Source: an optimization exercise on an open RTL-to-GDS flow (aim: small area). Production flows keep margins and buffers that such runs may drop.
Function was checked by simulation only, so behaviour that the tests miss may differ from the original.
Power is estimated from default activity; no workload was simulated.

[flow/design.v]
`default_nettype none
package ccp_pkg;
   localparam int ADDRESS_W     = 32;
   localparam int LINE_OFFSET_W = 6;
   localparam int N_SETS        = 16;
   localparam int SET_W         = 4;
   localparam int N_WAYS        = 4;
   localparam int WAY_W         = 2;
   localparam int TAG_W         = ADDRESS_W - SET_W - LINE_OFFSET_W;
   localparam logic [1:0] ST_INVALID = 2'd0;
   localparam logic [1:0] ST_SHARED  = 2'd1;
   localparam logic [1:0] ST_OWNED   = 2'd2;
   localparam logic [1:0] ST_UNIQUE  = 2'd3;
   localparam logic [1:0] OP_LOOKUP   = 2'd0;
   localparam logic [1:0] OP_ALLOCATE = 2'd1;
   localparam logic [1:0] OP_UPDATE   = 2'd2;
   localparam logic [1:0] MAINT_WRITE  = 2'd0;
   localparam logic [1:0] MAINT_RECALL = 2'd1;
   localparam int ENT_W     = 1 + 2 + TAG_W;
   localparam int ENT_TAG   = 0;
   localparam int ENT_STATE = TAG_W;
   localparam int ENT_NRU   = TAG_W + 2;
   localparam int REQ_W        = ADDRESS_W + 1 + 2 + 2;
   localparam int REQ_NEWSTATE = 0;
   localparam int REQ_OPCODE   = 2;
   localparam int REQ_SECURITY = 4;
   localparam int REQ_ADDRESS  = 5;
   localparam int SET_DATA_W = N_WAYS * ENT_W;
   localparam int RSP_W           = 1 + WAY_W + 2 + 1 + 1 + TAG_W + 2;
   localparam int RSP_EVICT_STATE = 0;
   localparam int RSP_EVICT_TAG   = 2;
   localparam int RSP_EVICT_VALID = 2 + TAG_W;
   localparam int RSP_SECURITY    = 3 + TAG_W;
   localparam int RSP_OLD_STATE   = 4 + TAG_W;
   localparam int RSP_WAY         = 6 + TAG_W;
   localparam int RSP_HIT         = 6 + TAG_W + WAY_W;
endpackage
`default_nettype wire
`timescale 1ns/1ns
`default_nettype none
module ccp_index_stage (
   input  logic                       clk,
   input  logic                       reset_n,
   input  logic                       req_valid,
   input  logic [ccp_pkg::REQ_W-1:0]  req,
   input  logic                       maint_busy,
   output logic                       req_ready,
   output logic                       rd_en,
   output logic [ccp_pkg::SET_W-1:0]  rd_set,
   output logic                       p1_valid,
   output logic [ccp_pkg::REQ_W-1:0]  p1_req,
   output logic [ccp_pkg::TAG_W-1:0]  p1_tag,
   output logic [ccp_pkg::SET_W-1:0]  p1_set
);
   localparam int SET_W = ccp_pkg::SET_W;
   localparam int TAG_W = ccp_pkg::TAG_W;
   logic                        accept;
   logic [ccp_pkg::ADDRESS_W-1:0] req_address;
   logic [SET_W-1:0]            req_set;
   logic [TAG_W-1:0]            req_tag;
   assign req_ready = !maint_busy;
   assign accept    = req_valid && req_ready;
   assign req_address = req[ccp_pkg::REQ_ADDRESS +: ccp_pkg::ADDRESS_W];
   assign req_set     = req_address[ccp_pkg::LINE_OFFSET_W +: SET_W];
   assign req_tag     = req_address[ccp_pkg::ADDRESS_W-1 -: TAG_W];
   assign rd_en  = accept;
   assign rd_set = req_set;
   always_ff @(posedge clk or negedge reset_n) begin
      if (!reset_n) begin
         p1_valid <= 1'b0;
      end else begin
         p1_valid <= accept;
      end
   end
   always_ff @(posedge clk) begin
      if (accept) begin
         p1_req <= req;
         p1_tag <= req_tag;
         p1_set <= req_set;
      end
   end
endmodule
`default_nettype wire
`timescale 1ns/1ns
`default_nettype none
module ccp_tag_array (
   input  logic                            clk,
   input  logic                            reset_n,
   input  logic                            rd_en,
   input  logic [ccp_pkg::SET_W-1:0]       rd_set,
   output logic [ccp_pkg::SET_DATA_W-1:0]  rd_data,
   input  logic                            wr_en,
   input  logic [ccp_pkg::SET_W-1:0]       wr_set,
   input  logic [ccp_pkg::SET_DATA_W-1:0]  wr_data
);
   logic [ccp_pkg::SET_DATA_W-1:0] mem [0:ccp_pkg::N_SETS-1];
   always_ff @(posedge clk or negedge reset_n) begin
      if (!reset_n) begin
         for (int s = 0; s < ccp_pkg::N_SETS; s++) begin
            mem[s] <= '0;
         end
      end else if (wr_en) begin
         mem[wr_set] <= wr_data;
      end
   end
   always_ff @(posedge clk) begin
      if (rd_en) begin
         rd_data <= mem[rd_set];
      end
   end
endmodule
`default_nettype wire
`timescale 1ns/1ns
`default_nettype none
module ccp_lookup_stage (
   input  logic                            clk,
   input  logic                            reset_n,
   input  logic                            p1_valid,
   input  logic [ccp_pkg::REQ_W-1:0]       p1_req,
   input  logic [ccp_pkg::TAG_W-1:0]       p1_tag,
   input  logic [ccp_pkg::SET_W-1:0]       p1_set,
   input  logic [ccp_pkg::SET_DATA_W-1:0]  rd_data,
   output logic                            wr_en,
   output logic [ccp_pkg::SET_W-1:0]       wr_set,
   output logic [ccp_pkg::SET_DATA_W-1:0]  wr_data,
   output logic                            rsp_valid,
   output logic [ccp_pkg::RSP_W-1:0]       rsp,
   output logic                            pipe_empty
);
   localparam int N_WAYS     = ccp_pkg::N_WAYS;
   localparam int WAY_W      = ccp_pkg::WAY_W;
   localparam int SET_W      = ccp_pkg::SET_W;
   localparam int TAG_W      = ccp_pkg::TAG_W;
   localparam int ENT_W      = ccp_pkg::ENT_W;
   localparam int SET_DATA_W = ccp_pkg::SET_DATA_W;
   localparam int RSP_W      = ccp_pkg::RSP_W;
   logic                   fwd_valid;
   logic [SET_W-1:0]       fwd_set;
   logic [SET_DATA_W-1:0]  fwd_data;
   logic [SET_DATA_W-1:0]  cur_set;
   logic [SET_DATA_W-1:0]  nxt_set;
   logic [1:0]             way_state [0:N_WAYS-1];
   logic [TAG_W-1:0]       way_tag   [0:N_WAYS-1];
   logic [N_WAYS-1:0]      hit_vec;
   logic [N_WAYS-1:0]      inv_vec;
   logic [N_WAYS-1:0]      nru_clr_vec;
   logic                   hit;
   logic [WAY_W-1:0]       hit_way;
   logic [WAY_W-1:0]       victim_way;
   logic [WAY_W-1:0]       rsp_way;
   logic [WAY_W-1:0]       touch_way;
   logic                   all_used;
   logic                   do_write;
   logic                   evict;
   logic [1:0]             opcode;
   logic [1:0]             new_state;
   logic [RSP_W-1:0]       p1_rsp;
   logic                   p2_valid;
   logic [RSP_W-1:0]       p2_rsp;
   assign opcode    = p1_req[ccp_pkg::REQ_OPCODE +: 2];
   assign new_state = p1_req[ccp_pkg::REQ_NEWSTATE +: 2];
   assign cur_set = (fwd_valid && (fwd_set == p1_set)) ? fwd_data : rd_data;
   always_comb begin
      for (int i = 0; i < N_WAYS; i++) begin
         way_state[i]   = cur_set[i*ENT_W + ccp_pkg::ENT_STATE +: 2];
         way_tag[i]     = cur_set[i*ENT_W + ccp_pkg::ENT_TAG +: TAG_W];
         inv_vec[i]     = (way_state[i] == ccp_pkg::ST_INVALID);
         hit_vec[i]     = !inv_vec[i] && (way_tag[i] == p1_tag);
         nru_clr_vec[i] = !cur_set[i*ENT_W + ccp_pkg::ENT_NRU];
      end
   end
   assign hit = |hit_vec;
   always_comb begin
      hit_way    = '0;
      victim_way = '0;
      for (int i = N_WAYS-1; i >= 0; i--) begin
         if (hit_vec[i]) begin
            hit_way = WAY_W'(i);
         end
      end
      for (int i = N_WAYS-1; i >= 0; i--) begin
         if (nru_clr_vec[i]) begin
            victim_way = WAY_W'(i);
         end
      end
      for (int i = N_WAYS-1; i >= 0; i--) begin
         if (inv_vec[i]) begin
            victim_way = WAY_W'(i);
         end
      end
   end
   always_comb begin
      nxt_set   = cur_set;
      do_write  = 1'b0;
      evict     = 1'b0;
      rsp_way   = '0;
      touch_way = hit ? hit_way : victim_way;
      if (hit) begin
         rsp_way = hit_way;
      end else if (opcode == ccp_pkg::OP_ALLOCATE) begin
         rsp_way = victim_way;
      end
      if (hit && (opcode == ccp_pkg::OP_UPDATE || opcode == ccp_pkg::OP_ALLOCATE)) begin
         do_write = 1'b1;
      end else if (!hit && opcode == ccp_pkg::OP_ALLOCATE) begin
         evict    = !inv_vec[victim_way];
         do_write = 1'b1;
      end
      for (int i = 0; i < N_WAYS; i++) begin
         if (do_write && (i == touch_way)) begin
            nxt_set[i*ENT_W + ccp_pkg::ENT_STATE +: 2] = new_state;
            nxt_set[i*ENT_W + ccp_pkg::ENT_NRU]        = 1'b1;
            if (!hit) begin
               nxt_set[i*ENT_W + ccp_pkg::ENT_TAG +: TAG_W] = p1_tag;
            end
         end
      end
      all_used = 1'b1;
      for (int i = 0; i < N_WAYS; i++) begin
         all_used = all_used && nxt_set[i*ENT_W + ccp_pkg::ENT_NRU];
      end
      if (do_write && all_used) begin
         for (int i = 0; i < N_WAYS; i++) begin
            nxt_set[i*ENT_W + ccp_pkg::ENT_NRU] = (i == touch_way);
         end
      end
   end
   always_comb begin
      p1_rsp = '0;
      p1_rsp[ccp_pkg::RSP_HIT]        = hit;
      p1_rsp[ccp_pkg::RSP_WAY +: WAY_W] = rsp_way;
      for (int i = 0; i < N_WAYS; i++) begin
         if (i == rsp_way) begin
            p1_rsp[ccp_pkg::RSP_OLD_STATE +: 2] = way_state[i];
         end
      end
      p1_rsp[ccp_pkg::RSP_SECURITY]    = p1_req[ccp_pkg::REQ_SECURITY];
      p1_rsp[ccp_pkg::RSP_EVICT_VALID] = evict;
      if (evict) begin
         for (int i = 0; i < N_WAYS; i++) begin
            if (i == victim_way) begin
               p1_rsp[ccp_pkg::RSP_EVICT_TAG +: TAG_W] = way_tag[i];
               p1_rsp[ccp_pkg::RSP_EVICT_STATE +: 2]   = way_state[i];
            end
         end
      end
   end
   assign wr_en   = p1_valid && do_write;
   assign wr_set  = p1_set;
   assign wr_data = nxt_set;
   always_ff @(posedge clk or negedge reset_n) begin
      if (!reset_n) begin
         fwd_valid <= 1'b0;
         p2_valid  <= 1'b0;
         rsp_valid <= 1'b0;
      end else begin
         fwd_valid <= wr_en;
         p2_valid  <= p1_valid;
         rsp_valid <= p2_valid;
      end
   end
   always_ff @(posedge clk) begin
      if (wr_en) begin
         fwd_set  <= p1_set;
         fwd_data <= nxt_set;
      end
      if (p1_valid) begin
         p2_rsp <= p1_rsp;
      end
      if (p2_valid) begin
         rsp <= p2_rsp;
      end
   end
   assign pipe_empty = !p1_valid && !p2_valid;
endmodule
`default_nettype wire
`timescale 1ns/1ns
`default_nettype none
module ccp_maint_apb (
   input  logic                            clk,
   input  logic                            reset_n,
   input  logic                            psel,
   input  logic                            penable,
   input  logic                            pwrite,
   input  logic [11:0]                     paddr,
   input  logic [31:0]                     pwdata,
   output logic [31:0]                     prdata,
   output logic                            pready,
   output logic                            pslverr,
   input  logic                            pipe_empty,
   output logic                            maint_busy,
   output logic                            rd_en,
   output logic [ccp_pkg::SET_W-1:0]       rd_set,
   input  logic [ccp_pkg::SET_DATA_W-1:0]  rd_data,
   output logic                            wr_en,
   output logic [ccp_pkg::SET_W-1:0]       wr_set,
   output logic [ccp_pkg::SET_DATA_W-1:0]  wr_data
);
   localparam int N_WAYS = ccp_pkg::N_WAYS;
   localparam int WAY_W  = ccp_pkg::WAY_W;
   localparam int ENT_W  = ccp_pkg::ENT_W;
   localparam logic [2:0] S_IDLE  = 3'd0;
   localparam logic [2:0] S_DRAIN = 3'd1;
   localparam logic [2:0] S_READ  = 3'd2;
   localparam logic [2:0] S_WRITE = 3'd3;
   localparam logic [2:0] S_DONE  = 3'd4;
   logic [2:0]        state;
   logic [2:0]        state_nxt;
   logic [1:0]        action;
   logic [WAY_W-1:0]  way;
   logic              err;
   logic              err_q;
   logic [ENT_W-1:0]  old_entry;
   logic [ENT_W-1:0]  new_entry;
   logic [31:0]       rdata_q;
   assign action = paddr[11:10];
   assign way    = paddr[7:6];
   assign rd_set = paddr[5:2];
   assign wr_set = paddr[5:2];
   assign err = pwrite ? !(action == ccp_pkg::MAINT_WRITE || action == ccp_pkg::MAINT_RECALL)
                       : (paddr[11:10] != 2'b00);
   always_comb begin
      old_entry = rd_data[0 +: ENT_W];
      for (int i = 1; i < N_WAYS; i++) begin
         if (i == way) begin
            old_entry = rd_data[i*ENT_W +: ENT_W];
         end
      end
   end
   always_comb begin
      new_entry = old_entry;
      if (action == ccp_pkg::MAINT_RECALL) begin
         new_entry[ccp_pkg::ENT_STATE +: 2] = ccp_pkg::ST_INVALID;
      end else begin
         new_entry = pwdata[ENT_W-1:0];
      end
   end
   always_comb begin
      wr_data = rd_data;
      for (int i = 0; i < N_WAYS; i++) begin
         if (i == way) begin
            wr_data[i*ENT_W +: ENT_W] = new_entry;
         end
      end
   end
   always_comb begin
      state_nxt = state;
      case (state)
         S_IDLE:  if (psel) state_nxt = S_DRAIN;
         S_DRAIN: if (pipe_empty) state_nxt = S_READ;
         S_READ:  state_nxt = S_WRITE;
         S_WRITE: state_nxt = S_DONE;
         default: state_nxt = S_IDLE;
      endcase
   end
   always_ff @(posedge clk or negedge reset_n) begin
      if (!reset_n) begin
         state <= S_IDLE;
      end else begin
         state <= state_nxt;
      end
   end
   always_ff @(posedge clk) begin
      if (state == S_WRITE) begin
         err_q   <= err;
         rdata_q <= (pwrite || err) ? '0 : {{(32-ENT_W){1'b0}}, old_entry};
      end
   end
   assign rd_en      = (state == S_READ);
   assign wr_en      = (state == S_WRITE) && pwrite && !err;
   assign maint_busy = (state != S_IDLE);
   assign pready     = (state == S_DONE);
   assign pslverr    = pready && err_q;
   assign prdata     = pready ? rdata_q : '0;
endmodule
`default_nettype wire
`timescale 1ns/1ns
`default_nettype none
module ccp_tag_pipe (
   input  logic               clk,
   input  logic               reset_n,
   input  logic               req_valid,
   output logic               req_ready,
   input  logic [36:0]        req,
   output logic               rsp_valid,
   output logic [30:0]        rsp,
   input  logic               psel,
   input  logic               penable,
   input  logic               pwrite,
   input  logic [11:0]        paddr,
   input  logic [31:0]        pwdata,
   output logic [31:0]        prdata,
   output logic               pready,
   output logic               pslverr
);
   logic              maint_busy;
   logic              pipe_empty;
   logic              maint_owns;
   logic              ix_rd_en;
   logic [ccp_pkg::SET_W-1:0]  ix_rd_set;
   logic              p1_valid;
   logic [ccp_pkg::REQ_W-1:0]  p1_req;
   logic [ccp_pkg::TAG_W-1:0]  p1_tag;
   logic [ccp_pkg::SET_W-1:0]  p1_set;
   logic              lk_wr_en;
   logic [ccp_pkg::SET_W-1:0]  lk_wr_set;
   logic [ccp_pkg::SET_DATA_W-1:0]  lk_wr_data;
   logic              mt_rd_en;
   logic [ccp_pkg::SET_W-1:0]  mt_rd_set;
   logic              mt_wr_en;
   logic [ccp_pkg::SET_W-1:0]  mt_wr_set;
   logic [ccp_pkg::SET_DATA_W-1:0]  mt_wr_data;
   logic              rd_en;
   logic [ccp_pkg::SET_W-1:0]  rd_set;
   logic [ccp_pkg::SET_DATA_W-1:0]  rd_data;
   logic              wr_en;
   logic [ccp_pkg::SET_W-1:0]  wr_set;
   logic [ccp_pkg::SET_DATA_W-1:0]  wr_data;
   ccp_index_stage i_ccp_index_stage (
      .clk        (clk),
      .reset_n    (reset_n),
      .req_valid  (req_valid),
      .req        (req),
      .maint_busy (maint_busy),
      .req_ready  (req_ready),
      .rd_en      (ix_rd_en),
      .rd_set     (ix_rd_set),
      .p1_valid   (p1_valid),
      .p1_req     (p1_req),
      .p1_tag     (p1_tag),
      .p1_set     (p1_set)
   );
   assign maint_owns = maint_busy && pipe_empty;
   assign rd_en      = maint_owns ? mt_rd_en   : ix_rd_en;
   assign rd_set     = maint_owns ? mt_rd_set  : ix_rd_set;
   assign wr_en      = maint_owns ? mt_wr_en   : lk_wr_en;
   assign wr_set     = maint_owns ? mt_wr_set  : lk_wr_set;
   assign wr_data    = maint_owns ? mt_wr_data : lk_wr_data;
   ccp_tag_array i_ccp_tag_array (
      .clk     (clk),
      .reset_n (reset_n),
      .rd_en   (rd_en),
      .rd_set  (rd_set),
      .rd_data (rd_data),
      .wr_en   (wr_en),
      .wr_set  (wr_set),
      .wr_data (wr_data)
   );
   ccp_lookup_stage i_ccp_lookup_stage (
      .clk        (clk),
      .reset_n    (reset_n),
      .p1_valid   (p1_valid),
      .p1_req     (p1_req),
      .p1_tag     (p1_tag),
      .p1_set     (p1_set),
      .rd_data    (rd_data),
      .wr_en      (lk_wr_en),
      .wr_set     (lk_wr_set),
      .wr_data    (lk_wr_data),
      .rsp_valid  (rsp_valid),
      .rsp        (rsp),
      .pipe_empty (pipe_empty)
   );
   ccp_maint_apb i_ccp_maint_apb (
      .clk        (clk),
      .reset_n    (reset_n),
      .psel       (psel),
      .penable    (penable),
      .pwrite     (pwrite),
      .paddr      (paddr),
      .pwdata     (pwdata),
      .prdata     (prdata),
      .pready     (pready),
      .pslverr    (pslverr),
      .pipe_empty (pipe_empty),
      .maint_busy (maint_busy),
      .rd_en      (mt_rd_en),
      .rd_set     (mt_rd_set),
      .rd_data    (rd_data),
      .wr_en      (mt_wr_en),
      .wr_set     (mt_wr_set),
      .wr_data    (mt_wr_data)
   );
endmodule
`default_nettype wire
[flow/run.sh]
#!/bin/bash
# synth_recipe.tcl (not shown) runs the flow's synth.tcl, then flattens the netlist and writes it again
# the make line also repeats each setting of config.mk as NAME=value (left out here)
make -C /OpenROAD-flow-scripts/flow DESIGN_CONFIG=/design/flow/config.mk WORK_HOME=/design/flow/orfs CLKGATE_MAP_FILE= SYNTH_SCRIPT=/design/flow/synth_recipe.tcl finish
[flow/config.mk]
export PLATFORM = sky130hd
export DESIGN_NAME = ccp_tag_pipe
export DESIGN_NICKNAME = ccp_tag_pipe
export VERILOG_FILES = /design/flow/design.v
export SDC_FILE = /design/flow/constraint.sdc
export NUM_CORES = 4
export LEC_CHECK = 0
export CAP_MARGIN = 20
export CORE_MARGIN = 2
export CORE_UTILIZATION = 40
export PLACE_DENSITY = 0.6
export SLEW_MARGIN = 20
[flow/constraint.sdc]
create_clock -name core_clock -period 6.0 [get_ports {clk}]
set_input_delay 1.2000 -clock core_clock [delete_from_list [all_inputs] [get_ports {clk}]]
set_output_delay 1.2000 -clock core_clock [all_outputs]
set_load 0.01 [all_outputs]
==> impl_metrics.yaml <==
sta:
  fin_crit_sh: 0.9437
  finalSetupViolCount: 0
  clock.fmax_mhz: 176.6
  tightest_slew_ps: 1154
  max-slew-margin-rel: 0.2086
  timing.final.ws_setup_ps: 338.1
  tns_ps: 0
  whs_ps: 325.3
  finalClockSkew_ps: 42.30
  rsz0062_at_grt: "false"
  fin_crit_ps: 5662
  hold_viol_final: 0
  slew_violations: 0
worst_setup_path:
  max_stage_delay_ps: 980
  end_kind: "flip-flop"
  slowest_stage: "edfxtp_1"
  crit_required_ps: 6700
  critPathMaxFanout: 16
  cp.arrival_ps: 6360
  start_kind: "flip-flop"
  critPathKind: "flip-flop to flip-flop"
  cp_top_family: "simple AND/OR/NAND/NOR gates"
  crit_chain: "buf_4 > xor2_1 > a221oi_1 > nand4_1 > a32oi_1 > o221a_1 > nor4b_2 > and2_1 > buf_4 > nor3_4 > nand4_1 > buf_12 > a32oi_1 > o21a_1 > o21ai_0"
  crit_buf_inv: 3
place:
  place_inst: 10920
  gp_congestion: 1.003
  port_buffers: 128
  place_hpwl_mm: 208.0
  pre_cts_slack_ps: 517.6
global_routing:
  grt_pass1_wl_mm: 475.9
  antenna_found_initial: 16
  overflow: 0
  grt_max_degree: 194
  track_usage: 0.2966
  grt_pass1_vias: 66290
clocking:
  post_cts_resized: 0
  cts_sinks: 1930
  cts_tree: "yes"
  post-cts-setup-buffers: 0
  clk_pin_slew_ps: 60
  cts_buffers: 198
  holdBufCountCts: 0
  root_buffer: "clkbuf_16"
  clockBufferDepth: 3
  htree_num_levels: 4
  clk_latency_ps: 870
routing:
  drc: 0
  detail_route.vias_per_cell: 6.107
  wl_per_cell_um: 29.13
  drt_iter0_markers: 8328
  finalWirelength_mm: 328.8
  firstDrtPassIters: 9
  antenna_left: 0
  vias: 68940
floorplanning:
  core_area_sq_um: 214600
  die_y_um: 468.5
  start_util: 0.4021
  io_pins: 154
  rows: 170
  die-area_sq_um: 219500
  die_width_um: 468.5
power:
  power_density_nw_per_um2: 490.5
  p_switching_w: 0.02006
  p_comb_frac: 0.353
  power.share.clock: 0.253
  cellInternalPower_w: 0.02878
  seq_power_share: 0.393
  leakage_nw: 42.28
  vdd_drop_max_mv: 0.4063
  swShare: 0.4107
final_layout:
  layout_common_cells: "dfrtp_1, nand2_1, o21ai_0, a22oi_1, edfxtp_1"
  syn2layout_area_growth_pct: 15.39
  finish.utilization: 0.4639
  fillCellCount: 19700
  final_common_cell: "dfrtp_1"
  layout.cells.non_filler: 11290
  multiInputGateArea_sq_um: 33400
  seq_area_sq_um: 49910
  drive_above_1_share: 0.1372
  nNetsFinal: 8366
yosys:
  synth-edff-count: 323
  post_synth_num_cell_types: 100
  syn_area_per_cell_sq_um: 10.41
  ys_async_sr_fraction: 0.8326
  ys_warn_count: 7
  yosys_most_used_dff: "dfrtp_1"
  ys_seq_elements: 1930
  yosysSeqAreaShare: 0.5784
  synthCells: 8287
  syn_area_sq_um: 86290
outcome:
  outcome: "finished clean"
worst_hold_path:
  min_path_type: "input port to async pin"
job:
  cap_violations: 0
## metrics by stage
stage	total power (W)	area [sq um]
3_3_place_gp	0.03576	93020
5_1_grt	0.05075	99560
2_1_floorplan	0.02747	86320
6_report	0.04884	99570
4_1_cts	0.04850	99520
3_5_place_dp	0.03616	93030
## sequential cells by signal, summed over array words and instances, names as in the netlist
| name | count |
|---|---|
| i_ccp_index_stage.p1_tag | 22 |
| i_ccp_maint_apb.state | 3 |
| i_ccp_lookup_stage.rsp_valid | 1 |
| i_ccp_lookup_stage.rsp | 31 |
| i_ccp_index_stage.p1_req | 5 |
| i_ccp_index_stage.p1_valid | 1 |
| i_ccp_lookup_stage.fwd_data | 100 |
| i_ccp_lookup_stage.fwd_valid | 1 |
| i_ccp_tag_array.mem | 1600 |
| i_ccp_lookup_stage.p2_rsp | 31 |
| i_ccp_tag_array.rd_data | 100 |
| i_ccp_index_stage.p1_set | 4 |
| i_ccp_lookup_stage.fwd_set | 4 |
| i_ccp_maint_apb.err_q | 1 |
| i_ccp_lookup_stage.p2_valid | 1 |
| i_ccp_maint_apb.rdata_q | 25 |
## routing by layer
metal  part of all wire  vias to the layer above  GRT usage
met4              0.037                       14     0.1047
met2               0.44                     3479     0.4522
met5            0.00035                        -          0
li1                   -                    29930          -
met1               0.43                    34850     0.4213
met3              0.095                      669    0.05790
## final cells by class
cell class | instances | share of cell area
sequential | 1930 | 0.5013
multi-input combinational | 5527 | 0.3355
clock buffer | 303 | 0.06037
timing repair buffer | 540 | 0.05916
tap | 2838 | 0.03566
clock inverter | 64 | 0.004863
inverter | 81 | 0.003054
antenna | 5 | 0.0001257
## power groups by stage
| stage | Clock [W] | Sequential (W) | Combinational [W] |
|---|---|---|---|
| final | 0.0124 | 0.0192 | 0.0173 |
| after global routing | 0.0130 | 0.0195 | 0.0183 |
| after global placement | 0 | 0.0192 | 0.0166 |
| after floorplan | 0 | 0.0183 | 0.00919 |
| after CTS | 0.0125 | 0.0191 | 0.0169 |
| after detailed placement | 0 | 0.0193 | 0.0168 |
## cell usage after synthesis, types with 97 or more instances
cell type  instances  area (sq um)
clkbuf_1         550          2064
nand3_1          157         785.8
buf_2            101         505.5
nand4_1          141         882.1
a221oi_1          97         849.6
o21ai_1          185         925.9
a22oi_1          517          3881
edfxtp_1         323          9699
o21ai_0         1210          6056
nor2_1           157         589.3
o22a_1           101         884.6
mux2i_1          125          1251
dfrtp_1         1607         40210
mux2_2           262          2950
a21oi_1          186         930.9
nand2_1         1531          5747
## path summary, 6_finish.rpt
kind                                         startpoint                          end  slack [ps]  cells after the start
max reg2reg                i_ccp_index_stage.p1_tag[17]    i_ccp_tag_array.mem[4][1]         340                     15
min reg2reg                i_ccp_lookup_stage.p2_rsp[6]    i_ccp_lookup_stage.rsp[6]         420                      0
max                        i_ccp_index_stage.p1_tag[17]    i_ccp_tag_array.mem[4][1]         340                     15
min                                             reset_n  i_ccp_tag_array.mem[13][63]         330                      1
max in group asynchronous                       reset_n    i_ccp_tag_array.mem[6][7]        4040                      3
min in group core_clock    i_ccp_lookup_stage.p2_rsp[6]    i_ccp_lookup_stage.rsp[6]         420                      0
## kinds of logic (layout without fill, tap and decap cells)
group / Yosys count / in the layout / share of synthesized area
adders and majority gates: 1 / 1 / 0.0001450
buffers and inverters: 836 / 988 / 0.03996
muxes: 437 / 437 / 0.05909
AOI/OAI and AO/OA: 2741 / 2741 / 0.1997
other: 1 / 12 / 0.00004346
DFF: 1930 / 1930 / 0.5784
and+or+nand+nor: 2265 / 2265 / 0.1146
xor gates and xnor gates: 76 / 76 / 0.007975

[what the ideal ports hide]
No port has a modelled driver above. Below, the same layout with a new extraction and two added sets of constraints. Step 1: set_driving_cell puts a clkbuf_16 on clk and a buf_2 on each other input, an assumption about the parent block. Step 2 moves the port delays by t, midway between the first and last clock arrival at a register: inputs arrive t later, outputs are due t later. That takes back most of the time a late clock gives input paths. a / b / c = ideal ports / drivers / drivers and shift; a / b = the first two.
t (ns): 0.951
slack for setup (ns): 0.338 / 0.338 / 0.338
worst setup path after step 2: register to register
After both steps this run still meets setup and hold. For this run, drivers alone change the setup slack by 0.000 ns; drivers and shift together by 0.000 ns.
